Source: an optimization exercise on an open RTL-to-GDS flow (aim: small area, a short achievable clock period and few clock cycles per item). Production flows keep margins and buffers that such runs may drop.
Only simulation tests tie the RTL to the original design; equivalence was not proved.
Power figures rest on the tool's default switching activity, not on a simulated workload.

<file path="design/flow/design.v">
`timescale 1ns/1ps
package ddr_persona_pkg;
   localparam int mem_addr_width = 6;
   localparam int mem_depth      = 1 << mem_addr_width;
   localparam int data_width     = 32;
   localparam int count_width    = 7;
   localparam int reg_addr_width = 3;
   localparam int hi_width       = data_width - mem_addr_width;
   localparam int ctrl_start_bit  = 0;
   localparam int ctrl_clr_bit    = 1;
   localparam int ctrl_inject_bit = 2;
   localparam int ctrl_verify_bit = 3;
   localparam int ctrl_wronly_bit = 4;
   localparam logic [reg_addr_width-1:0] reg_control       = 3'd0;
   localparam logic [reg_addr_width-1:0] reg_status        = 3'd1;
   localparam logic [reg_addr_width-1:0] reg_base          = 3'd2;
   localparam logic [reg_addr_width-1:0] reg_count         = 3'd3;
   localparam logic [reg_addr_width-1:0] reg_seed          = 3'd4;
   localparam logic [reg_addr_width-1:0] reg_error_count   = 3'd5;
   localparam logic [reg_addr_width-1:0] reg_words_checked = 3'd6;
endpackage
`timescale 1ns/1ps
import ddr_persona_pkg::*;
module persona_reg_decode (
   input  logic                      pr_region_clk,
   input  logic                      rst_n,
   input  logic [reg_addr_width-1:0] reg_address,
   input  logic                      reg_write,
   input  logic                      reg_read,
   input  logic [data_width-1:0]     reg_writedata,
   output logic [data_width-1:0]     reg_readdata,
   output logic                      start_run,
   output logic                      clear_run,
   output logic                      mode_wr,
   output logic                      mode_rd,
   output logic                      mode_inj,
   output logic [data_width-1:0]     base,
   output logic [count_width-1:0]    count,
   output logic [data_width-1:0]     seed,
   output logic [data_width-1:0]     base_next,
   output logic [count_width-1:0]    count_next,
   output logic [data_width-1:0]     seed_next,
   output logic                      geom_stale,
   output logic                      base_wr,
   output logic                      seed_wr,
   input  logic                      run_done,
   input  logic                      busy,
   input  logic                      done,
   input  logic                      pass,
   input  logic [count_width-1:0]    error_count,
   input  logic [count_width-1:0]    words_checked
);
   logic                   write_control;
   logic                   start_bit;
   logic                   inject_bit;
   logic                   verify_bit;
   logic                   wronly_bit;
   logic [data_width-1:0]  base_reg;
   logic [data_width-1:0]  seed_reg;
   logic [count_width-1:0] count_reg;
   logic [data_width-1:0]  rd_mux;
   logic                   geom_wr_q;
   assign write_control = reg_write && (reg_address == reg_control);
   assign start_run = write_control && reg_writedata[ctrl_start_bit] && !reg_writedata[ctrl_clr_bit];
   assign clear_run = write_control && reg_writedata[ctrl_clr_bit];
   assign mode_wr  = !reg_writedata[ctrl_verify_bit];
   assign mode_rd  = reg_writedata[ctrl_verify_bit] || !reg_writedata[ctrl_wronly_bit];
   assign mode_inj = reg_writedata[ctrl_inject_bit] && !reg_writedata[ctrl_verify_bit];
   always_comb begin
      base_next  = base_reg;
      seed_next  = seed_reg;
      count_next = count_reg;
      if (reg_write && (reg_address == reg_base)) base_next = reg_writedata;
      if (reg_write && (reg_address == reg_seed)) seed_next = reg_writedata;
      if (reg_write && (reg_address == reg_count)) begin
         if ((|reg_writedata[data_width-1:count_width]) ||
             (reg_writedata[count_width-1] && (|reg_writedata[count_width-2:0])))
            count_next = 7'd64;
         else
            count_next = reg_writedata[count_width-1:0];
      end
   end
   always_ff @(posedge pr_region_clk or negedge rst_n) begin
      if (!rst_n) geom_wr_q <= 1'b0;
      else        geom_wr_q <= reg_write && ((reg_address == reg_base) || (reg_address == reg_count));
   end
   assign geom_stale = geom_wr_q;
   assign base_wr    = reg_write && (reg_address == reg_base);
   assign seed_wr    = reg_write && (reg_address == reg_seed);
   always_ff @(posedge pr_region_clk or negedge rst_n) begin
      if (!rst_n) begin
         start_bit  <= 1'b0;
         inject_bit <= 1'b0;
         verify_bit <= 1'b0;
         wronly_bit <= 1'b0;
         base_reg   <= '0;
         seed_reg   <= '0;
         count_reg  <= '0;
      end else begin
         if (write_control) begin
            start_bit  <= reg_writedata[ctrl_start_bit] && !reg_writedata[ctrl_clr_bit];
            inject_bit <= reg_writedata[ctrl_inject_bit];
            verify_bit <= reg_writedata[ctrl_verify_bit];
            wronly_bit <= reg_writedata[ctrl_wronly_bit];
         end else if (run_done) begin
            start_bit <= 1'b0;
         end
         base_reg  <= base_next;
         seed_reg  <= seed_next;
         count_reg <= count_next;
      end
   end
   always_comb begin
      rd_mux = '0;
      case (reg_address)
         reg_control:       rd_mux[4:0] = {wronly_bit, verify_bit, inject_bit, 1'b0, start_bit};
         reg_status:        rd_mux[2:0] = {pass, done, busy};
         reg_base:          rd_mux = base_reg;
         reg_count:         rd_mux[count_width-1:0] = count_reg;
         reg_seed:          rd_mux = seed_reg;
         reg_error_count:   rd_mux[count_width-1:0] = error_count;
         reg_words_checked: rd_mux[count_width-1:0] = words_checked;
         default:           rd_mux = '0;
      endcase
   end
   always_ff @(posedge pr_region_clk) begin
      reg_readdata <= rd_mux;
   end
   assign base  = base_reg;
   assign count = count_reg;
   assign seed  = seed_reg;
endmodule
`timescale 1ns/1ps
import ddr_persona_pkg::*;
module mem_access (
   input  logic pr_region_clk,
   input  logic rst_n,
   input  logic start_run,
   input  logic clear_run,
   input  logic mode_wr,
   input  logic mode_rd,
   input  logic mode_inj,
   input  logic geom_stale,
   output logic cmp_next1,
   output logic wr_step1,
   output logic wr_step2,
   output logic wr_step3,
   output logic cmp_step1,
   output logic cmp_step2,
   output logic cmp_step3,
   output logic inject,
   output logic busy,
   output logic run_done
);
   logic m_wr;
   logic m_rd;
   logic m_inj;
   logic pend_q;
   logic run_go;
   logic go_wr;
   logic go_rd;
   always_ff @(posedge pr_region_clk or negedge rst_n) begin
      if (!rst_n) begin
         pend_q    <= 1'b0;
         wr_step2  <= 1'b0;
         wr_step3  <= 1'b0;
         cmp_step1 <= 1'b0;
         cmp_step2 <= 1'b0;
         cmp_step3 <= 1'b0;
         m_wr      <= 1'b0;
         m_rd      <= 1'b0;
         m_inj     <= 1'b0;
      end else if (clear_run) begin
         pend_q    <= 1'b0;
         wr_step2  <= 1'b0;
         wr_step3  <= 1'b0;
         cmp_step1 <= 1'b0;
         cmp_step2 <= 1'b0;
         cmp_step3 <= 1'b0;
      end else begin
         if (start_run) begin
            m_wr  <= mode_wr;
            m_rd  <= mode_rd;
            m_inj <= mode_inj;
         end
         pend_q    <= start_run && geom_stale;
         wr_step2  <= run_go && go_wr;
         wr_step3  <= wr_step2 && m_inj;
         cmp_step1 <= cmp_next1;
         cmp_step2 <= cmp_step1;
         cmp_step3 <= cmp_step2 && m_inj;
      end
   end
   assign run_go   = (start_run && !geom_stale) || pend_q;
   assign go_wr    = pend_q ? m_wr : mode_wr;
   assign go_rd    = pend_q ? m_rd : mode_rd;
   assign wr_step1 = run_go && go_wr;
   assign cmp_next1 = run_go && go_rd;
   assign inject   = m_inj;
   assign busy     = pend_q || wr_step2 || wr_step3 || cmp_step1 || cmp_step2 || cmp_step3;
   assign run_done = !clear_run &&
                     ((!m_rd && ((wr_step2 && !m_inj) || wr_step3)) ||
                      (cmp_step2 && !m_inj) || cmp_step3);
endmodule
`timescale 1ns/1ps
import ddr_persona_pkg::*;
module traffic_generator (
   input  logic                      pr_region_clk,
   input  logic                      rst_n,
   input  logic [data_width-1:0]     base,
   input  logic [count_width-1:0]    count,
   input  logic [data_width-1:0]     seed,
   input  logic [data_width-1:0]     reg_writedata,
   input  logic                      base_wr,
   input  logic                      seed_wr,
   input  logic                      cmp_next1,
   input  logic                      wr_step1,
   input  logic                      wr_step2,
   input  logic                      wr_step3,
   input  logic                      cmp_step1,
   input  logic                      cmp_step2,
   input  logic                      cmp_step3,
   input  logic                      inject,
   output logic [mem_depth-1:0]      cmp_valid,
   output logic [mem_depth-1:0]      mismatch
);
   logic [mem_addr_width-1:0] b;
   logic [hi_width-1:0]       s_hi;
   logic [mem_addr_width-1:0] s_lo;
   logic [mem_addr_width-1:0] wd_lo;
   logic [hi_width-1:0]       wd_hi;
   logic [mem_addr_width:0]   run_end;
   assign b      = base[mem_addr_width-1:0];
   assign s_hi   = seed[data_width-1:mem_addr_width];
   assign s_lo   = seed[mem_addr_width-1:0];
   assign wd_lo  = reg_writedata[mem_addr_width-1:0];
   assign wd_hi  = reg_writedata[data_width-1:mem_addr_width];
   assign run_end = {1'b0, b} + count;
   logic [mem_addr_width-1:0] x_lo_q;
   logic                      borrow_q;
   logic [hi_width-1:0]       s_hi_m1_q;
   logic [hi_width-1:0]       s_hi_p1_q;
   logic [hi_width-1:0]       x_hi;
   logic [hi_width-1:0]       x_hi1;
   always_ff @(posedge pr_region_clk or negedge rst_n) begin
      if (!rst_n) begin
         x_lo_q    <= '0;
         borrow_q  <= 1'b0;
         s_hi_m1_q <= '1;
         s_hi_p1_q <= {{(hi_width-1){1'b0}}, 1'b1};
      end else if (seed_wr) begin
         x_lo_q    <= wd_lo - b;
         borrow_q  <= (wd_lo < b);
         s_hi_m1_q <= wd_hi - 1'b1;
         s_hi_p1_q <= wd_hi + 1'b1;
      end else if (base_wr) begin
         x_lo_q    <= s_lo - wd_lo;
         borrow_q  <= (s_lo < wd_lo);
      end
   end
   assign x_hi  = borrow_q ? s_hi_m1_q : s_hi;
   assign x_hi1 = borrow_q ? s_hi : s_hi_p1_q;
   logic [hi_width-1:0]   cmp_hi_q;
   logic [data_width-1:0] wr_q;
   logic [data_width-1:0] x_value;
   logic [data_width-1:0] wr_value;
   logic [data_width-1:0] cmp_value;
   assign x_value = {x_hi, x_lo_q};
   always_ff @(posedge pr_region_clk) begin
      cmp_hi_q <= cmp_next1 ? x_hi1 : x_hi;
      wr_q     <= wr_step2 ? (seed[0] ? x_value - 1'b1 : x_value + 1'b1) : x_value;
   end
   assign wr_value  = (wr_step2 || wr_step3) ? wr_q : {x_hi1, x_lo_q};
   assign cmp_value = {cmp_hi_q, x_lo_q};
   for (genvar a = 0; a < mem_depth; a++) begin : g_word
      logic ge_b, lt_end;
      logic below_q, above_q;
      logic is_b, sel1, sel2, sel3;
      logic wen;
      logic [data_width-1:0] word_q;
      assign ge_b   = (a >= b);
      assign lt_end = (a < run_end[mem_addr_width-1:0]);
      always_ff @(posedge pr_region_clk or negedge rst_n) begin
         if (!rst_n) begin
            below_q <= 1'b0;
            above_q <= 1'b0;
         end else begin
            below_q <= !ge_b && run_end[mem_addr_width] && lt_end;
            above_q <= ge_b && (run_end[mem_addr_width] || lt_end);
         end
      end
      assign is_b = (a == b);
      assign sel1 = below_q;
      assign sel2 = above_q && !(inject && is_b);
      assign sel3 = above_q && is_b;
      assign wen = (wr_step1 && sel1) || (wr_step2 && sel2) || (wr_step3 && sel3);
      assign cmp_valid[a] = (cmp_step1 && sel1) || (cmp_step2 && sel2) || (cmp_step3 && sel3);
      assign mismatch[a]  = (word_q != cmp_value);
      always_ff @(posedge pr_region_clk) begin
         if (wen) word_q <= wr_value;
      end
   end
endmodule
`timescale 1ns/1ps
import ddr_persona_pkg::*;
module access_result (
   input  logic                   pr_region_clk,
   input  logic                   rst_n,
   input  logic                   start_run,
   input  logic                   clear_run,
   input  logic                   mode_rd,
   input  logic [count_width-1:0] count,
   input  logic                   cmp_step1,
   input  logic [mem_depth-1:0]   cmp_valid,
   input  logic [mem_depth-1:0]   mismatch,
   input  logic                   run_done,
   output logic [count_width-1:0] error_count,
   output logic [count_width-1:0] words_checked,
   output logic                   done,
   output logic                   pass
);
   logic [mem_depth-1:0] miss_q;
   logic                 rd_q;
   logic [12:0]          cs_q;
   logic s1;
   logic k2;
   logic s3;
   logic k4;
   logic s5;
   logic k6;
   logic s7;
   logic k8;
   logic s9;
   logic k10;
   logic s11;
   logic k12;
   logic s13;
   logic k14;
   logic s15;
   logic k16;
   logic s17;
   logic k18;
   logic s19;
   logic k20;
   logic s21;
   logic k22;
   logic s23;
   logic k24;
   logic s25;
   logic k26;
   logic s27;
   logic k28;
   logic s29;
   logic k30;
   logic s31;
   logic k32;
   logic s33;
   logic k34;
   logic s35;
   logic k36;
   logic s37;
   logic k38;
   logic s39;
   logic k40;
   logic s41;
   logic k42;
   logic s43;
   logic k44;
   logic s45;
   logic k46;
   logic s47;
   logic k48;
   logic s49;
   logic k50;
   logic s51;
   logic k52;
   logic s53;
   logic k54;
   logic s55;
   logic k56;
   logic s57;
   logic k58;
   logic s59;
   logic k60;
   logic s61;
   logic k62;
   logic s63;
   logic k64;
   logic s65;
   logic k66;
   logic s67;
   logic k68;
   logic s69;
   logic k70;
   logic s71;
   logic k72;
   logic s73;
   logic k74;
   logic s75;
   logic k76;
   logic s77;
   logic k78;
   logic s79;
   logic k80;
   logic s81;
   logic k82;
   logic s83;
   logic k84;
   logic s85;
   logic k86;
   logic s87;
   logic k88;
   logic s89;
   logic k90;
   logic s91;
   logic k92;
   logic s93;
   logic k94;
   logic s95;
   logic k96;
   logic s97;
   logic k98;
   logic s99;
   logic k100;
   logic s101;
   logic k102;
   logic s103;
   logic k104;
   logic s105;
   logic k106;
   logic s107;
   logic k108;
   logic s109;
   logic k110;
   logic s111;
   logic k112;
   logic s113;
   logic k114;
   always_ff @(posedge pr_region_clk) begin
      miss_q <= (miss_q & {mem_depth{!cmp_step1}}) | (cmp_valid & mismatch);
   end
   assign s1 = miss_q[0] ^ miss_q[1] ^ miss_q[2];
   assign k2 = miss_q[0] ? (miss_q[1] | miss_q[2]) : (miss_q[1] & miss_q[2]);
   assign s3 = miss_q[3] ^ miss_q[4] ^ miss_q[5];
   assign k4 = miss_q[3] ? (miss_q[4] | miss_q[5]) : (miss_q[4] & miss_q[5]);
   assign s5 = miss_q[6] ^ miss_q[7] ^ miss_q[8];
   assign k6 = miss_q[6] ? (miss_q[7] | miss_q[8]) : (miss_q[7] & miss_q[8]);
   assign s7 = miss_q[9] ^ miss_q[10] ^ miss_q[11];
   assign k8 = miss_q[9] ? (miss_q[10] | miss_q[11]) : (miss_q[10] & miss_q[11]);
   assign s9 = miss_q[12] ^ miss_q[13] ^ miss_q[14];
   assign k10 = miss_q[12] ? (miss_q[13] | miss_q[14]) : (miss_q[13] & miss_q[14]);
   assign s11 = miss_q[15] ^ miss_q[16] ^ miss_q[17];
   assign k12 = miss_q[15] ? (miss_q[16] | miss_q[17]) : (miss_q[16] & miss_q[17]);
   assign s13 = miss_q[18] ^ miss_q[19] ^ miss_q[20];
   assign k14 = miss_q[18] ? (miss_q[19] | miss_q[20]) : (miss_q[19] & miss_q[20]);
   assign s15 = miss_q[21] ^ miss_q[22] ^ miss_q[23];
   assign k16 = miss_q[21] ? (miss_q[22] | miss_q[23]) : (miss_q[22] & miss_q[23]);
   assign s17 = miss_q[24] ^ miss_q[25] ^ miss_q[26];
   assign k18 = miss_q[24] ? (miss_q[25] | miss_q[26]) : (miss_q[25] & miss_q[26]);
   assign s19 = miss_q[27] ^ miss_q[28] ^ miss_q[29];
   assign k20 = miss_q[27] ? (miss_q[28] | miss_q[29]) : (miss_q[28] & miss_q[29]);
   assign s21 = miss_q[30] ^ miss_q[31] ^ miss_q[32];
   assign k22 = miss_q[30] ? (miss_q[31] | miss_q[32]) : (miss_q[31] & miss_q[32]);
   assign s23 = miss_q[33] ^ miss_q[34] ^ miss_q[35];
   assign k24 = miss_q[33] ? (miss_q[34] | miss_q[35]) : (miss_q[34] & miss_q[35]);
   assign s25 = miss_q[36] ^ miss_q[37] ^ miss_q[38];
   assign k26 = miss_q[36] ? (miss_q[37] | miss_q[38]) : (miss_q[37] & miss_q[38]);
   assign s27 = miss_q[39] ^ miss_q[40] ^ miss_q[41];
   assign k28 = miss_q[39] ? (miss_q[40] | miss_q[41]) : (miss_q[40] & miss_q[41]);
   assign s29 = miss_q[42] ^ miss_q[43] ^ miss_q[44];
   assign k30 = miss_q[42] ? (miss_q[43] | miss_q[44]) : (miss_q[43] & miss_q[44]);
   assign s31 = miss_q[45] ^ miss_q[46] ^ miss_q[47];
   assign k32 = miss_q[45] ? (miss_q[46] | miss_q[47]) : (miss_q[46] & miss_q[47]);
   assign s33 = miss_q[48] ^ miss_q[49] ^ miss_q[50];
   assign k34 = miss_q[48] ? (miss_q[49] | miss_q[50]) : (miss_q[49] & miss_q[50]);
   assign s35 = miss_q[51] ^ miss_q[52] ^ miss_q[53];
   assign k36 = miss_q[51] ? (miss_q[52] | miss_q[53]) : (miss_q[52] & miss_q[53]);
   assign s37 = miss_q[54] ^ miss_q[55] ^ miss_q[56];
   assign k38 = miss_q[54] ? (miss_q[55] | miss_q[56]) : (miss_q[55] & miss_q[56]);
   assign s39 = miss_q[57] ^ miss_q[58] ^ miss_q[59];
   assign k40 = miss_q[57] ? (miss_q[58] | miss_q[59]) : (miss_q[58] & miss_q[59]);
   assign s41 = miss_q[60] ^ miss_q[61] ^ miss_q[62];
   assign k42 = miss_q[60] ? (miss_q[61] | miss_q[62]) : (miss_q[61] & miss_q[62]);
   assign s43 = s1 ^ s3 ^ s5;
   assign k44 = s1 ? (s3 | s5) : (s3 & s5);
   assign s45 = s7 ^ s9 ^ s11;
   assign k46 = s7 ? (s9 | s11) : (s9 & s11);
   assign s47 = s13 ^ s15 ^ s17;
   assign k48 = s13 ? (s15 | s17) : (s15 & s17);
   assign s49 = s19 ^ s21 ^ s23;
   assign k50 = s19 ? (s21 | s23) : (s21 & s23);
   assign s51 = s25 ^ s27 ^ s29;
   assign k52 = s25 ? (s27 | s29) : (s27 & s29);
   assign s53 = s31 ^ s33 ^ s35;
   assign k54 = s31 ? (s33 | s35) : (s33 & s35);
   assign s55 = s37 ^ s39 ^ s41;
   assign k56 = s37 ? (s39 | s41) : (s39 & s41);
   assign s57 = k2 ^ k4 ^ k6;
   assign k58 = k2 ? (k4 | k6) : (k4 & k6);
   assign s59 = k8 ^ k10 ^ k12;
   assign k60 = k8 ? (k10 | k12) : (k10 & k12);
   assign s61 = k14 ^ k16 ^ k18;
   assign k62 = k14 ? (k16 | k18) : (k16 & k18);
   assign s63 = k20 ^ k22 ^ k24;
   assign k64 = k20 ? (k22 | k24) : (k22 & k24);
   assign s65 = k26 ^ k28 ^ k30;
   assign k66 = k26 ? (k28 | k30) : (k28 & k30);
   assign s67 = k32 ^ k34 ^ k36;
   assign k68 = k32 ? (k34 | k36) : (k34 & k36);
   assign s69 = k38 ^ k40 ^ k42;
   assign k70 = k38 ? (k40 | k42) : (k40 & k42);
   assign s71 = s43 ^ s45 ^ s47;
   assign k72 = s43 ? (s45 | s47) : (s45 & s47);
   assign s73 = s49 ^ s51 ^ s53;
   assign k74 = s49 ? (s51 | s53) : (s51 & s53);
   assign s75 = k44 ^ k46 ^ k48;
   assign k76 = k44 ? (k46 | k48) : (k46 & k48);
   assign s77 = k50 ^ k52 ^ k54;
   assign k78 = k50 ? (k52 | k54) : (k52 & k54);
   assign s79 = k56 ^ s57 ^ s59;
   assign k80 = k56 ? (s57 | s59) : (s57 & s59);
   assign s81 = s61 ^ s63 ^ s65;
   assign k82 = s61 ? (s63 | s65) : (s63 & s65);
   assign s83 = k58 ^ k60 ^ k62;
   assign k84 = k58 ? (k60 | k62) : (k60 & k62);
   assign s85 = k64 ^ k66 ^ k68;
   assign k86 = k64 ? (k66 | k68) : (k66 & k68);
   assign s87 = s71 ^ s73 ^ s55;
   assign k88 = s71 ? (s73 | s55) : (s73 & s55);
   assign s89 = k72 ^ k74 ^ s75;
   assign k90 = k72 ? (k74 | s75) : (k74 & s75);
   assign s91 = s77 ^ s79 ^ s81;
   assign k92 = s77 ? (s79 | s81) : (s79 & s81);
   assign s93 = k76 ^ k78 ^ k80;
   assign k94 = k76 ? (k78 | k80) : (k78 & k80);
   assign s95 = k82 ^ s83 ^ s85;
   assign k96 = k82 ? (s83 | s85) : (s83 & s85);
   assign s97 = k88 ^ s89 ^ s91;
   assign k98 = k88 ? (s89 | s91) : (s89 & s91);
   assign s99 = k90 ^ k92 ^ s93;
   assign k100 = k90 ? (k92 | s93) : (k92 & s93);
   assign s101 = k94 ^ k96 ^ k84;
   assign k102 = k94 ? (k96 | k84) : (k96 & k84);
   always_ff @(posedge pr_region_clk) begin
      cs_q[0] <= s87;
      cs_q[1] <= miss_q[63];
      cs_q[2] <= s97;
      cs_q[3] <= s67;
      cs_q[4] <= s69;
      cs_q[5] <= k98;
      cs_q[6] <= s99;
      cs_q[7] <= s95;
      cs_q[8] <= k70;
      cs_q[9] <= k100;
      cs_q[10] <= s101;
      cs_q[11] <= k86;
      cs_q[12] <= k102;
   end
   assign s103 = cs_q[2] ^ cs_q[3] ^ cs_q[4];
   assign k104 = cs_q[2] ? (cs_q[3] | cs_q[4]) : (cs_q[3] & cs_q[4]);
   assign s105 = cs_q[5] ^ cs_q[6] ^ cs_q[7];
   assign k106 = cs_q[5] ? (cs_q[6] | cs_q[7]) : (cs_q[6] & cs_q[7]);
   assign s107 = cs_q[9] ^ cs_q[10] ^ cs_q[11];
   assign k108 = cs_q[9] ? (cs_q[10] | cs_q[11]) : (cs_q[10] & cs_q[11]);
   assign s109 = k104 ^ s105 ^ cs_q[8];
   assign k110 = k104 ? (s105 | cs_q[8]) : (s105 & cs_q[8]);
   assign s111 = k110 ^ k106 ^ s107;
   assign k112 = k110 ? (k106 | s107) : (k106 & s107);
   assign s113 = k112 ^ k108 ^ cs_q[12];
   assign k114 = k112 ? (k108 | cs_q[12]) : (k108 & cs_q[12]);
   logic [count_width-1:0] err_sum;
   assign err_sum = {1'b0, k114, s113, s111, s109, s103, cs_q[0]} + {1'b0, 1'b0, 1'b0, 1'b0, 1'b0, 1'b0, cs_q[1]};
   always_ff @(posedge pr_region_clk or negedge rst_n) begin
      if (!rst_n) begin
         done          <= 1'b0;
         rd_q          <= 1'b0;
         words_checked <= '0;
      end else if (clear_run) begin
         done          <= 1'b0;
         rd_q          <= 1'b0;
         words_checked <= '0;
      end else if (start_run) begin
         done          <= 1'b0;
         rd_q          <= mode_rd;
         words_checked <= mode_rd ? count : '0;
      end else if (run_done) begin
         done          <= 1'b1;
      end
   end
   assign error_count = rd_q ? err_sum : '0;
   assign pass        = done && !(rd_q && (|miss_q));
endmodule
`timescale 1ns/1ps
import ddr_persona_pkg::*;
module ddr_persona_top (
   input  logic                      pr_region_clk,
   input  logic                      rst_n,
   input  logic [reg_addr_width-1:0] reg_address,
   input  logic                      reg_write,
   input  logic                      reg_read,
   input  logic [data_width-1:0]     reg_writedata,
   output logic [data_width-1:0]     reg_readdata
);
   logic                   start_run;
   logic                   clear_run;
   logic                   mode_wr;
   logic                   mode_rd;
   logic                   mode_inj;
   logic [data_width-1:0]  base;
   logic [count_width-1:0] count;
   logic [data_width-1:0]  seed;
   logic [data_width-1:0]  base_next;
   logic [count_width-1:0] count_next;
   logic [data_width-1:0]  seed_next;
   logic                   run_done;
   logic                   busy;
   logic                   done;
   logic                   pass;
   logic [count_width-1:0] error_count;
   logic [count_width-1:0] words_checked;
   logic                   wr_step1, wr_step2, wr_step3;
   logic                   cmp_step1, cmp_step2, cmp_step3;
   logic                   inject;
   logic                   geom_stale;
   logic                   base_wr;
   logic                   seed_wr;
   logic                   cmp_next1;
   logic [mem_depth-1:0]   cmp_valid;
   logic [mem_depth-1:0]   mismatch;
   persona_reg_decode i_reg_decode (
      .pr_region_clk (pr_region_clk),
      .rst_n         (rst_n),
      .reg_address   (reg_address),
      .reg_write     (reg_write),
      .reg_read      (reg_read),
      .reg_writedata (reg_writedata),
      .reg_readdata  (reg_readdata),
      .start_run     (start_run),
      .clear_run     (clear_run),
      .mode_wr       (mode_wr),
      .mode_rd       (mode_rd),
      .mode_inj      (mode_inj),
      .base          (base),
      .count         (count),
      .seed          (seed),
      .base_next     (base_next),
      .count_next    (count_next),
      .seed_next     (seed_next),
      .geom_stale    (geom_stale),
      .base_wr       (base_wr),
      .seed_wr       (seed_wr),
      .run_done      (run_done),
      .busy          (busy),
      .done          (done),
      .pass          (pass),
      .error_count   (error_count),
      .words_checked (words_checked)
   );
   mem_access i_mem_access (
      .pr_region_clk (pr_region_clk),
      .rst_n         (rst_n),
      .start_run     (start_run),
      .clear_run     (clear_run),
      .mode_wr       (mode_wr),
      .mode_rd       (mode_rd),
      .mode_inj      (mode_inj),
      .geom_stale    (geom_stale),
      .cmp_next1     (cmp_next1),
      .wr_step1      (wr_step1),
      .wr_step2      (wr_step2),
      .wr_step3      (wr_step3),
      .cmp_step1     (cmp_step1),
      .cmp_step2     (cmp_step2),
      .cmp_step3     (cmp_step3),
      .inject        (inject),
      .busy          (busy),
      .run_done      (run_done)
   );
   traffic_generator i_traffic_gen (
      .pr_region_clk (pr_region_clk),
      .rst_n         (rst_n),
      .base          (base),
      .count         (count),
      .seed          (seed),
      .reg_writedata (reg_writedata),
      .base_wr       (base_wr),
      .seed_wr       (seed_wr),
      .cmp_next1     (cmp_next1),
      .wr_step1      (wr_step1),
      .wr_step2      (wr_step2),
      .wr_step3      (wr_step3),
      .cmp_step1     (cmp_step1),
      .cmp_step2     (cmp_step2),
      .cmp_step3     (cmp_step3),
      .inject        (inject),
      .cmp_valid     (cmp_valid),
      .mismatch      (mismatch)
   );
   access_result i_access_result (
      .pr_region_clk (pr_region_clk),
      .rst_n         (rst_n),
      .start_run     (start_run),
      .clear_run     (clear_run),
      .mode_rd       (mode_rd),
      .count         (count),
      .cmp_step1     (cmp_step1),
      .cmp_valid     (cmp_valid),
      .mismatch      (mismatch),
      .run_done      (run_done),
      .error_count   (error_count),
      .words_checked (words_checked),
      .done          (done),
      .pass          (pass)
   );
endmodule
</file>
<file path="design/flow/flow/run.sh">
#!/bin/bash
# The standard layout, with the port buffers made of buf_4 cells instead of
# the default delay-buffer cells, so the register-to-output and
# input-to-register paths do not carry a slow buffer.
set -euo pipefail
bash standard.sh "BUFFER_PORTS_ARGS=-buffer_cell sky130_fd_sc_hd__buf_4" finish > standard_flow.log 2>&1
</file>
<file path="design/flow/standard.sh">
#!/bin/bash
# synth_recipe.tcl (not shown) runs the flow's synth.tcl, then flattens the netlist and writes it again
# the make line also repeats each setting of config.mk as NAME=value (left out here)
make -C /OpenROAD-flow-scripts/flow DESIGN_CONFIG=/design/flow/config.mk WORK_HOME=/design/flow/orfs CLKGATE_MAP_FILE= SYNTH_SCRIPT=/design/flow/synth_recipe.tcl "${@:-finish}"
</file>
<file path="design/flow/config.mk">
export PLATFORM = sky130hd
export DESIGN_NAME = ddr_persona_top
export DESIGN_NICKNAME = ddr_persona_top
export VERILOG_FILES = /design/flow/design.v
export SDC_FILE = /design/flow/constraint.sdc
export NUM_CORES = 4
export LEC_CHECK = 0
export CAP_MARGIN = 20
export CORE_MARGIN = 2
export CORE_UTILIZATION = 55
export CTS_CLUSTER_DIAMETER = 70
export CTS_CLUSTER_SIZE = 20
export SETUP_SLACK_MARGIN = 3.8
export SLEW_MARGIN = 20
export TNS_END_PERCENT = 10
</file>
<file path="design/flow/constraint.sdc">
create_clock -name core_clock -period 6.5 [get_ports {pr_region_clk}]
set_input_delay 1.3000 -clock core_clock [delete_from_list [all_inputs] [get_ports {pr_region_clk}]]
set_output_delay 1.3000 -clock core_clock [all_outputs]
set_load 0.01 [all_outputs]
</file>
==> reports/qor.txt, run 1 <==
PortBufs = 69
Data arrival time of the worst path = 3.99 ns
Maxcap violations = 0
Fillcell total = 14.9k
Synth Flop Type = edfxtp_1
Final cell count without fillers = 10.8k
Synth cell types = 70
CP Max Fanout = 6
EDFF count, synth = 2048
GP Congestion = 0.996
DRT Wirelength = 395000 µm
Post-synth top area cell = edfxtp_1
Clock Sink Count = 2494
Antenna-violating nets left = 0
Most frequent cells in the layout = xor2_1 (2102), edfxtp_1 (2048), nor4_1 (530)
Leakage Power = 45.6 nW
Final min period = 3.26 ns
CTS tree = yes
Biggest registers after layout = i_traffic_gen.g_word.word_q: 2048 flops, i_access_result.miss_q: 64 flops, i_traffic_gen.g_word.above_q: 64 flops
I/O pins = 71
Synth warn = 4
Pwr/cell area = 400 mW/mm²
Critical path depth = 13
Clock-pin slew on the worst setup and hold paths = 0.08 ns
DR DRC count = 0
Starting Density = 55.4%
Die height = 450 µm
Ys async rst share = 11.2%
Core Util, Final = 62.9%
CP max-delay cell = dfrtp_4
Depth of the most critical reg-to-reg path = 13
Routed via count = 70.9k
HPWL Detailed = 197000 µm
Largest register FFs = 2048
Total track usage = 37.5%
TritonRoute pass-1 iters = 6
TritonCTS Buffers = 157
Synth Register Bits = 2494
Avg Cell Area, Syn = 14.0 µm²
Die ar. = 0.202 mm²
Crit path required time = 7.24 ns
Clock Path Buffers = 3
Place WS = 2.11 ns
Most common cell after layout, fill and taps aside = xor2_1
Final hold vios = 0
# placed instances = 10.3k
Multi-input logic area = 0.0384 mm²
Final #Nets = 8166
Total grt overflow = 0
Yosys top cell area share = 56.3%
Crit path from = i_traffic_gen.borrow_q$_DFFE_PN0P_
Clock latency (worst-skew pair) = 0.87 ns
Vias in the first global route = 65.6k
RSZ-0062 raised after global routing = yes
Die width = 450 µm
Outcome = timing/DRC/antenna clean
Max IR drop VDD = 1.29 mV
Startpoint Class = flip-flop
Drt wl/cell = 36.5 µm
Delay-heaviest family, CP = compound AO/OA/AOI/OAI gates
Final setup margin = 3.24 ns
Global-route wire length before repair = 525000 µm
Row cnt = 163
CP Capture Type = flip-flop
Mapped Cells = 7816
Area grow syn2layout = 13.6%
Proportion of layout cells with a drive suffix above 1 = 14.5%
F_max = 307 MHz
Top cell by count, worst path = a31oi_4
Top reg by flops = i_traffic_gen.g_word.word_q
Initial DRC Count = 10.7k
CP Cell Sequence = buf_6 -> mux2_4 -> ha_4 -> a21oi_4 -> a21boi_1 -> o211ai_1 -> a31oi_4 -> o2111ai_2 -> nand3_2 -> a31oi_4 -> o21ai_2 -> a211o_1 -> o211a_1
Tcrit/Tclk final = 50.1%
Slowest stage delay, CP = 0.55 ns
Hold Crit Class = input pin to async pin
WHS = 0.446 ns
CTS H-tree lvls = 4
Relative slew slack = 23.7%
Final-report setup violation count = 0
Post-Route Setup TNS = 0 ns
Fin Clk Skew = 0.0391 ns
Critical path buffers and inverters = 1
Initial antenna violation count = 25
Main area contributors after synthesis = edfxtp_1 (56%), xor2_1 (17%), dfrtp_1 (5.8%)
Slew at the pin closest to its max-slew limit = 1.13 ns
Vias/cell = 6.56
Register area share after synthesis = 65.8%
Count of pins over their slew limit = 0
WS Path Type = flip-flop to flip-flop
Core box area = 0.197 mm²
Synthesized cell area = 0.109 mm²
Register Area = 0.0720 mm²
Net Count, Synth = 7922
Pin count of the biggest net entering global routing = 140
Worst r2r src = i_traffic_gen.borrow_q$_DFFE_PN0P_
CTS Root Cell = clkbuf_16
[routing by layer]
metal	track usage [%]	vias to the layer above	wire (µm)
li1	-	28900	-
met1	53.5	36400	153000
met2	57.7	4693	178000
met3	6.80	851	45900
met4	13.8	8	17300
met5	0	-	48
[path summary, 6_finish.rpt]
kind / end / slack [ns]
setup / recovery: i_traffic_gen.wr_q[30]$_DFF_P_ / 3.24
hold / removal: i_reg_decode.base_reg[16]$_DFFE_PN0P_ / 0.45
setup reg to reg: i_traffic_gen.wr_q[30]$_DFF_P_ / 3.24
hold reg to reg: i_traffic_gen.s_hi_p1_q[1]$_DFFE_PN0P_ / 0.48
max in group asynchronous: i_traffic_gen.g_word[54].above_q$_DFF_PN0_ / 4.66
min in group core_clock: i_traffic_gen.s_hi_p1_q[1]$_DFFE_PN0P_ / 0.48
[kinds of logic after synthesis]
family	synth area share, %
mux	0.932
flops	65.8
simple gates	7.14
fa+ha+maj	1.05
xor+xnor	18.0
buf+inv	1.78
compound gates	5.30
[timing repair]
| item | 4_1_cts | 5_1_grt |
|---|---|---|
| gates cloned | 32 | 24 |
| setup buffers | 65 | 142 |
| hold buffers | 0 | 0 |
| pin swaps | 82 | 93 |
| setup endpoints to repair | 4401 | 4237 |
| gates resized for setup | 332 | 241 |
[where the power goes]
group	internal, mW	total, mW	switching, mW
registers	19.2	20.5	1.28
clock network	4.92	10.5	5.54
logic	6.02	18.7	12.6
total	30.1	49.6	19.5
[area by class of cell]
cell class	count	share of cell area (%)
diodes	12	0.0242
flip-flops and latches	2494	58.1
well taps	2640	2.66
inverters	101	0.319
multi-input cells	4848	31.0
clock inverters	51	0.405
clock buffers	203	3.50
repair buffers	458	4.08
[cell usage after synthesis, types with 12 or more instances]
library cell  instances
xor2_1             2105
edfxtp_1           2048
nor4_1              535
nand2_1             385
clkbuf_1            315
nor2_1              265
dfrtp_1             253
a22o_1              204
o21ai_0             203
a21oi_1             168
dfxtp_1             167
nand4_1             138
xnor2_1             134
inv_1                99
buf_1                93
a22oi_1              69
o22ai_1              68
ha_1                 63
mux2_2               61
nand3_1              48
nor3_1               45
a211oi_1             35
mux2i_1              33
a21o_1               26
dfstp_2              26
maj3_1               26
and3_1               24
a21boi_0             17
nor2b_1              13
o21a_1               13
and2_1               12
[through the flow]
stage | total power, mW | area [µm²]
floorplan | 29.1 | 109000
global placement | 36.2 | 114000
detailed placement | 36.4 | 114000
CTS | 47.4 | 121000
global route | 50.7 | 124000
finish | 49.6 | 124000
Testbench counts, summed over its fixed seeds: cycles 9,741, words 40,972.
==> run 2: changes to the inputs <==
--- a/design/flow/design.v
+++ b/design/flow/design.v
@@ -40,8 +40,8 @@
    output logic [data_width-1:0]     base_next,
    output logic [count_width-1:0]    count_next,
    output logic [data_width-1:0]     seed_next,
-   output logic                      geom_stale,
    output logic                      base_wr,
+   output logic                      count_wr,
    output logic                      seed_wr,
    input  logic                      run_done,
    input  logic                      busy,
@@ -59,7 +59,6 @@
    logic [data_width-1:0]  seed_reg;
    logic [count_width-1:0] count_reg;
    logic [data_width-1:0]  rd_mux;
-   logic                   geom_wr_q;
    assign write_control = reg_write && (reg_address == reg_control);
    assign start_run = write_control && reg_writedata[ctrl_start_bit] && !reg_writedata[ctrl_clr_bit];
    assign clear_run = write_control && reg_writedata[ctrl_clr_bit];
@@ -80,12 +79,8 @@
             count_next = reg_writedata[count_width-1:0];
       end
    end
-   always_ff @(posedge pr_region_clk or negedge rst_n) begin
-      if (!rst_n) geom_wr_q <= 1'b0;
-      else        geom_wr_q <= reg_write && ((reg_address == reg_base) || (reg_address == reg_count));
-   end
-   assign geom_stale = geom_wr_q;
    assign base_wr    = reg_write && (reg_address == reg_base);
+   assign count_wr   = reg_write && (reg_address == reg_count);
    assign seed_wr    = reg_write && (reg_address == reg_seed);
    always_ff @(posedge pr_region_clk or negedge rst_n) begin
       if (!rst_n) begin
@@ -140,7 +135,6 @@
    input  logic mode_wr,
    input  logic mode_rd,
    input  logic mode_inj,
-   input  logic geom_stale,
    output logic cmp_next1,
    output logic wr_step1,
    output logic wr_step2,
@@ -152,26 +146,18 @@
    output logic busy,
    output logic run_done
 );
-   logic m_wr;
    logic m_rd;
    logic m_inj;
-   logic pend_q;
-   logic run_go;
-   logic go_wr;
-   logic go_rd;
    always_ff @(posedge pr_region_clk or negedge rst_n) begin
       if (!rst_n) begin
-         pend_q    <= 1'b0;
          wr_step2  <= 1'b0;
          wr_step3  <= 1'b0;
          cmp_step1 <= 1'b0;
          cmp_step2 <= 1'b0;
          cmp_step3 <= 1'b0;
-         m_wr      <= 1'b0;
          m_rd      <= 1'b0;
          m_inj     <= 1'b0;
       end else if (clear_run) begin
-         pend_q    <= 1'b0;
          wr_step2  <= 1'b0;
          wr_step3  <= 1'b0;
          cmp_step1 <= 1'b0;
@@ -179,25 +165,20 @@
          cmp_step3 <= 1'b0;
       end else begin
          if (start_run) begin
-            m_wr  <= mode_wr;
             m_rd  <= mode_rd;
             m_inj <= mode_inj;
          end
-         pend_q    <= start_run && geom_stale;
-         wr_step2  <= run_go && go_wr;
+         wr_step2  <= wr_step1;
          wr_step3  <= wr_step2 && m_inj;
          cmp_step1 <= cmp_next1;
          cmp_step2 <= cmp_step1;
          cmp_step3 <= cmp_step2 && m_inj;
       end
    end
-   assign run_go   = (start_run && !geom_stale) || pend_q;
-   assign go_wr    = pend_q ? m_wr : mode_wr;
-   assign go_rd    = pend_q ? m_rd : mode_rd;
-   assign wr_step1 = run_go && go_wr;
-   assign cmp_next1 = run_go && go_rd;
-   assign inject   = m_inj;
-   assign busy     = pend_q || wr_step2 || wr_step3 || cmp_step1 || cmp_step2 || cmp_step3;
+   assign wr_step1  = start_run && mode_wr;
+   assign cmp_next1 = start_run && mode_rd;
+   assign inject    = m_inj;
+   assign busy      = wr_step2 || wr_step3 || cmp_step1 || cmp_step2 || cmp_step3;
    assign run_done = !clear_run &&
                      ((!m_rd && ((wr_step2 && !m_inj) || wr_step3)) ||
                       (cmp_step2 && !m_inj) || cmp_step3);
@@ -212,6 +193,7 @@
    input  logic [data_width-1:0]     seed,
    input  logic [data_width-1:0]     reg_writedata,
    input  logic                      base_wr,
+   input  logic                      count_wr,
    input  logic                      seed_wr,
    input  logic                      cmp_next1,
    input  logic                      wr_step1,
@@ -229,13 +211,23 @@
    logic [mem_addr_width-1:0] s_lo;
    logic [mem_addr_width-1:0] wd_lo;
    logic [hi_width-1:0]       wd_hi;
-   logic [mem_addr_width:0]   run_end;
+   logic [mem_addr_width:0]   run_end_q;
    assign b      = base[mem_addr_width-1:0];
    assign s_hi   = seed[data_width-1:mem_addr_width];
    assign s_lo   = seed[mem_addr_width-1:0];
    assign wd_lo  = reg_writedata[mem_addr_width-1:0];
    assign wd_hi  = reg_writedata[data_width-1:mem_addr_width];
-   assign run_end = {1'b0, b} + count;
+   logic count_clamp;
+   assign count_clamp = (|wd_hi[hi_width-1:1]) || (reg_writedata[count_width-1] && (|wd_lo));
+   always_ff @(posedge pr_region_clk or negedge rst_n) begin
+      if (!rst_n) begin
+         run_end_q <= '0;
+      end else if (count_wr) begin
+         run_end_q <= count_clamp ? {1'b1, b} : {1'b0, b} + reg_writedata[count_width-1:0];
+      end else if (base_wr) begin
+         run_end_q <= {1'b0, wd_lo} + count;
+      end
+   end
    logic [mem_addr_width-1:0] x_lo_q;
    logic                      borrow_q;
    logic [hi_width-1:0]       s_hi_m1_q;
@@ -260,39 +252,36 @@
    end
    assign x_hi  = borrow_q ? s_hi_m1_q : s_hi;
    assign x_hi1 = borrow_q ? s_hi : s_hi_p1_q;
-   logic [hi_width-1:0]   cmp_hi_q;
-   logic [data_width-1:0] wr_q;
-   logic [data_width-1:0] x_value;
-   logic [data_width-1:0] wr_value;
-   logic [data_width-1:0] cmp_value;
-   assign x_value = {x_hi, x_lo_q};
+   logic [hi_width-1:0]       cmp_hi_q;
+   logic [mem_addr_width-1:0] cmp_lo_q;
+   logic [data_width-1:0]     wr_q;
+   logic [mem_addr_width-1:0] inj_lo;
+   logic                      inj_borrow;
+   logic [data_width-1:0]     wr_value;
+   logic [data_width-1:0]     cmp_value;
+   assign inj_lo     = (s_lo ^ 6'd1) - b;
+   assign inj_borrow = ((s_lo ^ 6'd1) < b);
    always_ff @(posedge pr_region_clk) begin
       cmp_hi_q <= cmp_next1 ? x_hi1 : x_hi;
-      wr_q     <= wr_step2 ? (seed[0] ? x_value - 1'b1 : x_value + 1'b1) : x_value;
+      cmp_lo_q <= x_lo_q;
+      wr_q     <= wr_step2 ? {(inj_borrow ? s_hi_m1_q : s_hi), inj_lo} : {x_hi, x_lo_q};
    end
    assign wr_value  = (wr_step2 || wr_step3) ? wr_q : {x_hi1, x_lo_q};
-   assign cmp_value = {cmp_hi_q, x_lo_q};
+   assign cmp_value = {cmp_hi_q, cmp_lo_q};
    for (genvar a = 0; a < mem_depth; a++) begin : g_word
       logic ge_b, lt_end;
-      logic below_q, above_q;
+      logic below, above;
       logic is_b, sel1, sel2, sel3;
       logic wen;
       logic [data_width-1:0] word_q;
       assign ge_b   = (a >= b);
-      assign lt_end = (a < run_end[mem_addr_width-1:0]);
-      always_ff @(posedge pr_region_clk or negedge rst_n) begin
-         if (!rst_n) begin
-            below_q <= 1'b0;
-            above_q <= 1'b0;
-         end else begin
-            below_q <= !ge_b && run_end[mem_addr_width] && lt_end;
-            above_q <= ge_b && (run_end[mem_addr_width] || lt_end);
-         end
-      end
+      assign lt_end = (a < run_end_q[mem_addr_width-1:0]);
+      assign below  = !ge_b && run_end_q[mem_addr_width] && lt_end;
+      assign above  = ge_b && (run_end_q[mem_addr_width] || lt_end);
       assign is_b = (a == b);
-      assign sel1 = below_q;
-      assign sel2 = above_q && !(inject && is_b);
-      assign sel3 = above_q && is_b;
+      assign sel1 = below;
+      assign sel2 = above && !(inject && is_b);
+      assign sel3 = above && is_b;
       assign wen = (wr_step1 && sel1) || (wr_step2 && sel2) || (wr_step3 && sel3);
       assign cmp_valid[a] = (cmp_step1 && sel1) || (cmp_step2 && sel2) || (cmp_step3 && sel3);
       assign mismatch[a]  = (word_q != cmp_value);
@@ -621,8 +610,8 @@
    logic                   wr_step1, wr_step2, wr_step3;
    logic                   cmp_step1, cmp_step2, cmp_step3;
    logic                   inject;
-   logic                   geom_stale;
    logic                   base_wr;
+   logic                   count_wr;
    logic                   seed_wr;
    logic                   cmp_next1;
    logic [mem_depth-1:0]   cmp_valid;
@@ -646,8 +635,8 @@
       .base_next     (base_next),
       .count_next    (count_next),
       .seed_next     (seed_next),
-      .geom_stale    (geom_stale),
       .base_wr       (base_wr),
+      .count_wr      (count_wr),
       .seed_wr       (seed_wr),
       .run_done      (run_done),
       .busy          (busy),
@@ -664,7 +653,6 @@
       .mode_wr       (mode_wr),
       .mode_rd       (mode_rd),
       .mode_inj      (mode_inj),
-      .geom_stale    (geom_stale),
       .cmp_next1     (cmp_next1),
       .wr_step1      (wr_step1),
       .wr_step2      (wr_step2),
@@ -684,6 +672,7 @@
       .seed          (seed),
       .reg_writedata (reg_writedata),
       .base_wr       (base_wr),
+      .count_wr      (count_wr),
       .seed_wr       (seed_wr),
       .cmp_next1     (cmp_next1),
       .wr_step1      (wr_step1),
--- a/design/flow/config.mk
+++ b/design/flow/config.mk
@@ -10,6 +10,6 @@
 export CORE_UTILIZATION = 55
 export CTS_CLUSTER_DIAMETER = 70
 export CTS_CLUSTER_SIZE = 20
-export SETUP_SLACK_MARGIN = 3.8
+export SETUP_SLACK_MARGIN = 3.7
 export SLEW_MARGIN = 20
-export TNS_END_PERCENT = 10
+export TNS_END_PERCENT = 50
==> run 2 against run 1 <==
Worst setup slack better by 0.29 ns. Global-route usage up 2.3 points. Non-clock buffer count up 79. Via count down 1.0%. Clock power down 5%. Sequential power down 3%. Synthesized area down 3.0%. Sequential cell count down 117. Largest cell class unchanged. Largest power group is now combinational cells.
==> reports/qor.txt, run 2 <==
EDFF count, synth = 2048 (unchanged)
Initial DRC Count = 10.7k (+0.066%)
WHS = 0.440 ns (-0.00591 ns)
WS Path Type = flip-flop to flip-flop
Setup crit end = i_traffic_gen.g_word[59].word_q[26]$_DFFE_PP_
Maxcap violations = 0 (unchanged)
Most frequent cells in the layout = edfxtp_1 (2048), xor2_1 (1764), nor4_1 (464)
Depth of the most critical reg-to-reg path = 7 (-6)
GR Layer Usage met3 = 7.05% (+0.24 points)
Vias/cell = 6.67 (+1.7%)
Outcome = timing/DRC/antenna clean
Ys async rst share = 6.56% (-4.6 points)
Antenna-violating nets left = 0 (unchanged)
DP Area = 0.111 mm² (-2.3%)
Design Area, Final = 0.121 mm² (-2.3%)
HPWL Detailed = 214000 µm (+8.7%)
Int Pwr = 29.8 mW (-0.99%)
Hold Crit Class = flip-flop to flip-flop
Core Util, Final = 63.2% (+0.27 points)
Relative slew slack = 30.1% (+6.4 points)
Critical path depth = 7 (-6)
Clock Path Buffers = 3 (unchanged)
Synth top cells by count = edfxtp_1 (2048), xor2_1 (1764), nor4_1 (470)
Total track usage = 39.8% (+2.3 points)
Clock Sink Count = 2377 (-4.7%)
Global-route wire length before repair = 536000 µm (+2.0%)
Pin count of the biggest net entering global routing = 157 (+12%)
Data arrival time of the worst path = 3.52 ns (-0.47 ns)
Max IR drop VDD = 0.867 mV (-33%)
Startpoint Class = flip-flop
Die width = 443 µm (-1.5%)
Fillcell total = 14.3k (-4.0%)
Biggest registers after layout = i_traffic_gen.g_word.word_q: 2048 flops, i_access_result.miss_q: 64 flops
Worst r2r src = i_mem_access.wr_step3$_DFF_PN0_
Routed via count = 70.2k (-1.0%)
Switch share = 40.4% (+1.2 points)
R2r setup slk = 3.53 ns (+0.29 ns)
Row cnt = 161 (-1.2%)
Gate power share = 40.6% (+3.0 points)
Yosys top cell area share = 58.1% (+1.8 points)
Crit path from = i_mem_access.wr_step3$_DFF_PN0_
Initial antenna violation count = 31 (+24%)
Clock latency (worst-skew pair) = 0.88 ns (about the same)
CTS tree = yes
Vias in the first global route = 65.1k (-0.79%)
Avg Cell Area, Syn = 13.9 µm² (-0.32%)
Met2 Track Usage GR = 62.7% (+5.0 points)
Critical path buffers and inverters = 4 (+3)
Final #Nets = 7984 (-2.2%)
Largest register FFs = 2048 (unchanged)
I/O pins = 71 (unchanged)
Post-synth top area cell = edfxtp_1
TritonRoute pass-1 iters = 5 (-1)
F_max = 337 MHz (+9.6%)
Core box area = 0.192 mm² (-2.8%)
Starting Density = 55.2% (-0.16 points)
Met1 Use GR = 55.1% (+1.6 points)
Final-report setup violation count = 0 (unchanged)
Slowest stage delay, CP = 0.58 ns (+0.03 ns)
Crit path required time = 7.05 ns (-0.19 ns)
Main area contributors after synthesis = edfxtp_1 (58%), xor2_1 (15%), xnor2_1 (3.4%)
Area grow syn2layout = 14.5%
Proportion of layout cells with a drive suffix above 1 = 15.1% (+0.63 points)
CP Max Fanout = 37 (+31)
GR peak layer = met2
Place WS = 1.90 ns (-0.206 ns)
Synthesized cell area = 0.106 mm² (-3.0%)
PortBufs = 69 (unchanged)
CP Cell Sequence = buf_4 -> nor2_4 -> buf_12 -> buf_4 -> nor2_1 -> a21oi_4 -> buf_6
Tcrit/Tclk final = 45.7% (-4.4 points)
TritonCTS Buffers = 149 (-5.1%)
Post-Route Setup TNS = 0 ns (unchanged)
Clock power share = 19.9% (-1.2 points)
Final setup margin = 3.53 ns (+0.286 ns)
Final hold vios = 0 (unchanged)
Delay-heaviest family, CP = buffers and inverters
DR DRC count = 0 (unchanged)
CTS H-tree lvls = 4 (unchanged)
Critical R2R Capture = i_traffic_gen.g_word[59].word_q[26]$_DFFE_PP_
Clock-pin slew on the worst setup and hold paths = 0.09 ns (about the same)
Final min period = 2.97 ns (-0.286 ns)
Synth Flop Type = edfxtp_1
Top cell by count, worst path = buf_4
CTS Root Cell = clkbuf_16
Part of the power in registers = 39.5% (-1.8 points)
Fin Clk Skew = 0.0508 ns (+0.0117 ns)
Psw = 20.2 mW (+3.9%)
Pwr/cell area = 413 mW/mm² (+3.4%)
Synth Register Bits = 2377 (-4.7%)
Die ar. = 0.196 mm² (-3.0%)
Count of pins over their slew limit = 0 (unchanged)
Drt wl/cell = 38.5 µm (+5.5%)
Die height = 443 µm (-1.5%)
Synth warn = 4 (unchanged)
Slew at the pin closest to its max-slew limit = 1.04 ns (-0.0932 ns)
Most common cell after layout, fill and taps aside = edfxtp_1
Leakage Power = 42.2 nW (-7.4%)
Count leader, synth = edfxtp_1
CP max-delay cell = buf_6
Top reg by flops = i_traffic_gen.g_word.word_q
DRT Wirelength = 406000 µm (+2.7%)
Synth cell types = 88 (+26%)
GP Congestion = 1.05 (+5.9%)
Total grt overflow = 0 (unchanged)
Register area share after synthesis = 65.1% (-0.73 points)
Mapped Cells = 7602 (-2.7%)
RSZ-0062 raised after global routing = yes
Net Count, Synth = 7691 (-2.9%)
CP Capture Type = flip-flop
run 2: cell types whose count changed in the layout (fill, tap and decap cells not counted), sizes merged, moves of 19 or more:
cell / delta
buf: +81
a31oi: +35
xnor2: +274
and2: +32
a22o: -177
inv: -20
xnor3: +19
o2bb2ai: +27
nand4: +68
nor2: -29
nor4: -65
dfrtp: -123
xor2: -341
maj3: +24
run 2: area by class of cell:
cell class                 count  area (µm²)  area share, %
timing repair inverter         3        17.5         0.0145
sequential                  2377       69100           57.0
multi-input combinational   4743       37700           31.1
inverter                      84         433          0.357
clock inverter                42         509          0.420
clock buffer                 196        4120           3.40
timing repair buffer         537        6090           5.03
antenna                       14        35.0         0.0289
tap                         2526        3160           2.61
run 2: per-layer routing:
| metal | routed length (µm) | share of wire (%) | up-vias |
|---|---|---|---|
| met4 | 21800 | 5.4 | 6 |
| met1 | 152000 | 37 | 36200 |
| met2 | 184000 | 45 | 4795 |
| met3 | 47900 | 12 | 945 |
| met5 | 37 | 0.0091 | - |
| li1 | - | - | 28300 |
run 2: worst min path at each step:
stage	start	endpoint	depth (start not counted)
floorplan	i_access_result.miss_q[63]$_DFF_P_	i_access_result.cs_q[1]$_DFF_P_	0
global placement	i_traffic_gen.x_lo_q[5]$_DFFE_PN0P_	i_traffic_gen.cmp_lo_q[5]$_DFF_P_	0
detailed placement	i_traffic_gen.x_lo_q[3]$_DFFE_PN0P_	i_traffic_gen.cmp_lo_q[3]$_DFF_P_	0
CTS	i_traffic_gen.x_lo_q[3]$_DFFE_PN0P_	i_traffic_gen.cmp_lo_q[3]$_DFF_P_	0
global route	i_traffic_gen.x_lo_q[3]$_DFFE_PN0P_	i_traffic_gen.cmp_lo_q[3]$_DFF_P_	0
finish	i_traffic_gen.x_lo_q[3]$_DFFE_PN0P_	i_traffic_gen.cmp_lo_q[3]$_DFF_P_	0
run 2: power by group through the flow:
stage | sequential (mW) | clock [mW] | combinational, mW
after detailed placement | 20.8 | 0 | 17.2
final | 19.8 | 9.96 | 20.3
after global routing | 19.8 | 10.5 | 20.7
after floorplan | 19.1 | 0 | 10.7
after CTS | 20.4 | 9.99 | 18.0
after global placement | 20.8 | 0 | 17.0
run 2: cells by family after synthesis:
kind of cell	share of synthesized area [%]
mux	1.05
flops	65.1
xor+xnor	18.4
buf+inv	1.86
compound gates	4.73
fa+ha+maj	1.12
simple gates	7.73
run 2: through the flow:
stage	total power, mW	cells
after floorplan	29.8	7602
after global placement	37.8	9973
after detailed placement	38.0	9975
after CTS	48.3	10400
after global routing	51.0	10500
final	50.1	10500
run 2: repair_timing:
| item | in CTS | in global routing |
|---|---|---|
| buffers inserted | 114 | 140 |
| hold endpoints to repair | 0 | 0 |
| pin swaps | 60 | 36 |
| endpoints found under the setup margin | 3970 | 2490 |
| hold buffers | 0 | 0 |
| resized for setup | 238 | 179 |
| gates cloned | 28 | 13 |
Testbench counts of run 2, summed over its fixed seeds: cycles 9,741, words 40,972.
==> run 3: changes to the inputs <==
--- a/design/flow/config.mk
+++ b/design/flow/config.mk
@@ -10,6 +10,6 @@
 export CORE_UTILIZATION = 55
 export CTS_CLUSTER_DIAMETER = 70
 export CTS_CLUSTER_SIZE = 20
-export SETUP_SLACK_MARGIN = 3.7
+export SETUP_SLACK_MARGIN = 4.0
 export SLEW_MARGIN = 20
 export TNS_END_PERCENT = 50
==> run 3 against run 2 <==
Still clean. Die area stayed put. Clock power about the same. Via count up 6.2%. Non-clock buffer count increased by 396. Sequential power shrank 2%. Total power grew 7.0%. Combinational power is 19% higher. Sequential cell count did not move. Critical path depth is 2 higher. Synthesized area is the same. Critical path type unchanged.
==> reports/qor.txt, run 3 <==
Synth Register Bits = 2377 (unchanged)
EDFF count, synth = 2048 (unchanged)
Yosys top cell area share = 58.1% (unchanged)
Adder-cell area share of the yosys netlist = 1.12% (unchanged)
Fraction of synthesized area in multiplexers = 1.05% (unchanged)
WS Path Type = flip-flop to flip-flop
Post-Route Setup TNS = 0 ns (unchanged)
Met1 Use GR = 57.3% (+2.2 points)
Count leader, synth = edfxtp_1
Design Area, Final = 0.130 mm² (+7.6%)
CTS tree = yes
Place WS = 1.93 ns (+0.0267 ns)
Leakage Power = 46.4 nW (+9.9%)
Maxcap violations = 0 (unchanged)
Vias/cell = 6.81 (+2.0%)
Synth Flop Type = edfxtp_1
Post-Synth XOR/XNOR Area = 18.4% (unchanged)
Routed via count = 74.6k (+6.2%)
Drt wl/cell = 40.8 µm (+5.8%)
Fin Clk Skew = 0.0362 ns (-0.0146 ns)
Global-route wire length before repair = 577000 µm (+7.8%)
PortBufs = 69 (unchanged)
Row cnt = 161 (unchanged)
Met2 Track Usage GR = 66.4% (+3.7 points)
Fillcell total = 13.3k (-6.7%)
Slew at the pin closest to its max-slew limit = 1.19 ns (+0.148 ns)
Data arrival time of the worst path = 3.53 ns (about the same)
Relative slew slack = 20.8% (-9.3 points)
Largest family of logic cells by synthesized area = XOR/XNOR gates
CP Capture Type = flip-flop
Core box area = 0.192 mm² (unchanged)
Post-synthesis compound-gate area fraction = 4.73% (unchanged)
Synthesized cell area = 0.106 mm² (unchanged)
Avg Cell Area, Syn = 13.9 µm² (unchanged)
Die height = 443 µm (unchanged)
Most frequent cells in the layout = edfxtp_1 (2048), xor2_1 (1758), nor4_1 (453)
TritonCTS Buffers = 149 (unchanged)
Final hold vios = 0 (unchanged)
Hold Crit Class = flip-flop to flip-flop
Register Area = 0.0691 mm² (+0.11%)
Total grt overflow = 0 (unchanged)
Clock Path Buffers = 3 (unchanged)
Multi-input logic area = 0.0406 mm² (+7.5%)
Starting Density = 55.2% (unchanged)
Most common cell after layout, fill and taps aside = edfxtp_1
GR Layer Usage met3 = 10.6% (+3.5 points)
Final min period = 2.85 ns (-0.120 ns)
DRT Wirelength = 447000 µm (+10%)
Clock-pin slew on the worst setup and hold paths = 0.09 ns (about the same)
Initial DRC Count = 12.6k (+18%)
Pin count of the biggest net entering global routing = 112 (-29%)
Net Count, Synth = 7691 (unchanged)
Clock Sink Count = 2377 (unchanged)
Max IR drop VDD = 0.887 mV (+2.2%)
I/O pins = 71 (unchanged)
Register area share after synthesis = 65.1% (unchanged)
Synth top cells by count = edfxtp_1 (2048), xor2_1 (1764), nor4_1 (470)
Mapped Cells = 7602 (unchanged)
Final-report setup violation count = 0 (unchanged)
RSZ-0062 raised after global routing = yes
Crit path required time = 7.18 ns (+0.13 ns)
Clock latency (worst-skew pair) = 0.87 ns (about the same)
Main area contributors after synthesis = edfxtp_1 (58%), xor2_1 (15%), xnor2_1 (3.4%)
HPWL Detailed = 212000 µm (-1.3%)
Synth warn = 4 (unchanged)
Simple-gate portion of the synthesized area = 7.73% (unchanged)
Final setup margin = 3.65 ns (+0.120 ns)
Initial antenna violation count = 37 (+19%)
Post-synth top area cell = edfxtp_1
Die width = 443 µm (unchanged)
Hold Buf Count CTS = 0 (unchanged)
Die ar. = 0.196 mm² (unchanged)
Synth cell types = 88 (unchanged)
GP Congestion = 1.01 (-4.1%)
Biggest registers after layout = i_traffic_gen.g_word.word_q: 2048 flops, i_access_result.miss_q: 64 flops
Pwr/cell area = 411 mW/mm² (-0.50%)
Area grow syn2layout = 23.1%
F_max = 351 MHz (+4.2%)
CP Max Fanout = 6 (-84%)
Ys async rst share = 6.56% (unchanged)
Count of pins over their slew limit = 0 (unchanged)
Outcome = timing/DRC/antenna clean
GR peak layer = met2
Startpoint Class = flip-flop
Final #Nets = 8422 (+5.5%)
Proportion of layout cells with a drive suffix above 1 = 23.6% (+8.5 points)
Antenna-violating nets left = 0 (unchanged)
Largest register FFs = 2048 (unchanged)
Tcrit/Tclk final = 43.8% (-1.8 points)
DP Area = 0.111 mm² (about the same)
Total track usage = 43.4% (+3.6 points)
Top reg by flops = i_traffic_gen.g_word.word_q
CTS H-tree lvls = 4 (unchanged)
DR DRC count = 0 (unchanged)
Vias in the first global route = 67.9k (+4.3%)
TritonRoute pass-1 iters = 9 (+4)
CTS Root Cell = clkbuf_16
## run 3: changes by cell type in the layout (fill, tap and decap cells not counted), moves of 33 or more
cell and delta:
buf_12 +112, dfxtp_1 -40, buf_16 +41, nor2_1 -33
nand2_1 -36, buf_6 +90, buf_4 +110
## run 3: path summary, 6_finish.rpt
path | cells after the start | slack (ns) | from | to
max in group asynchronous | 2 | 4.50 | rst_n | i_reg_decode.base_reg[30]$_DFFE_PN0P_
worst max register to register | 9 | 3.65 | i_reg_decode.base_reg[2]$_DFFE_PN0P_ | i_access_result.miss_q[24]$_DFF_P_
worst min-delay path | 0 | 0.43 | i_traffic_gen.x_lo_q[3]$_DFFE_PN0P_ | i_traffic_gen.cmp_lo_q[3]$_DFF_P_
worst max-delay path | 9 | 3.65 | i_reg_decode.base_reg[2]$_DFFE_PN0P_ | i_access_result.miss_q[24]$_DFF_P_
worst min register to register | 0 | 0.43 | i_traffic_gen.x_lo_q[3]$_DFFE_PN0P_ | i_traffic_gen.cmp_lo_q[3]$_DFF_P_
min in group asynchronous | 1 | 0.55 | rst_n | i_reg_decode.base_reg[31]$_DFFE_PN0P_
## run 3: worst max-delay path: stages, from the launching register on
cell and delay [ns]:
dfrtp_1 0.41, buf_12 0.15, or2_4 0.30, nor3_4 0.18
buf_12 0.16, nand2_2 0.06, o211ai_1 0.09, a21oi_1 0.08
a222oi_1 1.03, o22ai_1 0.21
## run 3: logic make-up (layout without fill, tap and decap cells)
| group | Yosys count | after routing |
|---|---|---|
| DFF | 2377 | 2377 |
| xor gates and xnor gates | 2193 | 2193 |
| and+or+nand+nor | 1553 | 1592 |
| AOI/OAI and AO/OA | 761 | 791 |
| buffers and inverters | 513 | 1255 |
| muxes | 103 | 104 |
| adders and majority gates | 102 | 102 |
| other | 0 | 16 |
## run 3: cell type report
class                      count  share of cell area [%]
multi-input combinational   4782                    31.1
tap                         2526                    2.43
timing repair buffer         933                    9.39
sequential                  2377                    53.1
timing repair inverter         6                  0.0538
clock buffer                 187                    3.14
antenna                       16                  0.0307
inverter                      84                   0.342
clock inverter                45                   0.422
## run 3: per-stage QoR
step | instances | power, mW | hold slack [ns] | utilization [%]
6_report | 11000 | 53.6 | 0.434 | 67.9
5_1_grt | 10900 | 54.3 | 0.447 | 67.9
4_1_cts | 10700 | 50.5 | 0.426 | 65.2
3_5_place_dp | 9972 | 38.1 | 0.403 | 58.1
3_3_place_gp | 9970 | 37.9 | 0.400 | 58.1
2_1_floorplan | 7602 | 29.8 | 0.351 | -
## run 3: routing by layer
| metal | up-vias | wire length, µm |
|---|---|---|
| met5 | - | 127 |
| met4 | 20 | 30900 |
| met3 | 1374 | 61900 |
| met2 | 5929 | 196000 |
| met1 | 37900 | 158000 |
| li1 | 29300 | - |
## run 3: where the power goes
part	internal, mW	total [mW]	switching [mW]
Clock	4.73	10.0	5.28
Combinational	8.54	24.2	15.6
Sequential	18.5	19.4	0.876
## run 3: repair_timing
item / CTS / global route
cloned: 77 / 54
endpoints found under the setup margin: 4335 / 2655
resized for setup: 665 / 614
pin swaps: 146 / 179
buffers inserted: 419 / 186

==> afterwards: timing with drivers on the ports <==
In the flow no input, the clock included, has a driving cell. The finished layouts below were timed again as built, in two steps. Step 1: set_driving_cell puts a clkbuf_16 on pr_region_clk and a buf_2 on each other input, an assumption about the parent block. Step 2 moves the port delays by t, midway between the first and last clock arrival at a register: inputs arrive t later, outputs are due t later. That takes back most of the time a late clock gives input paths. Slacks: no drivers / after step 1 / after step 2; pairs: no drivers / after step 1.
run | t (ns) | slack for setup (ns) | worst register clock-pin slew, ns
run 1 | 0.951 | 3.244 / 3.244 / 2.741 | 0.09 / 0.09
run 2 | 0.950 | 3.530 / 3.530 / 2.673 | 0.09 / 0.09
run 3 | 0.951 | 3.650 / 3.650 / 2.775 | 0.09 / 0.09
After both steps setup and hold are still met in every run listed. For run 3, which loses most, drivers alone change the setup slack by 0.000 ns; drivers and shift together by -0.875 ns.
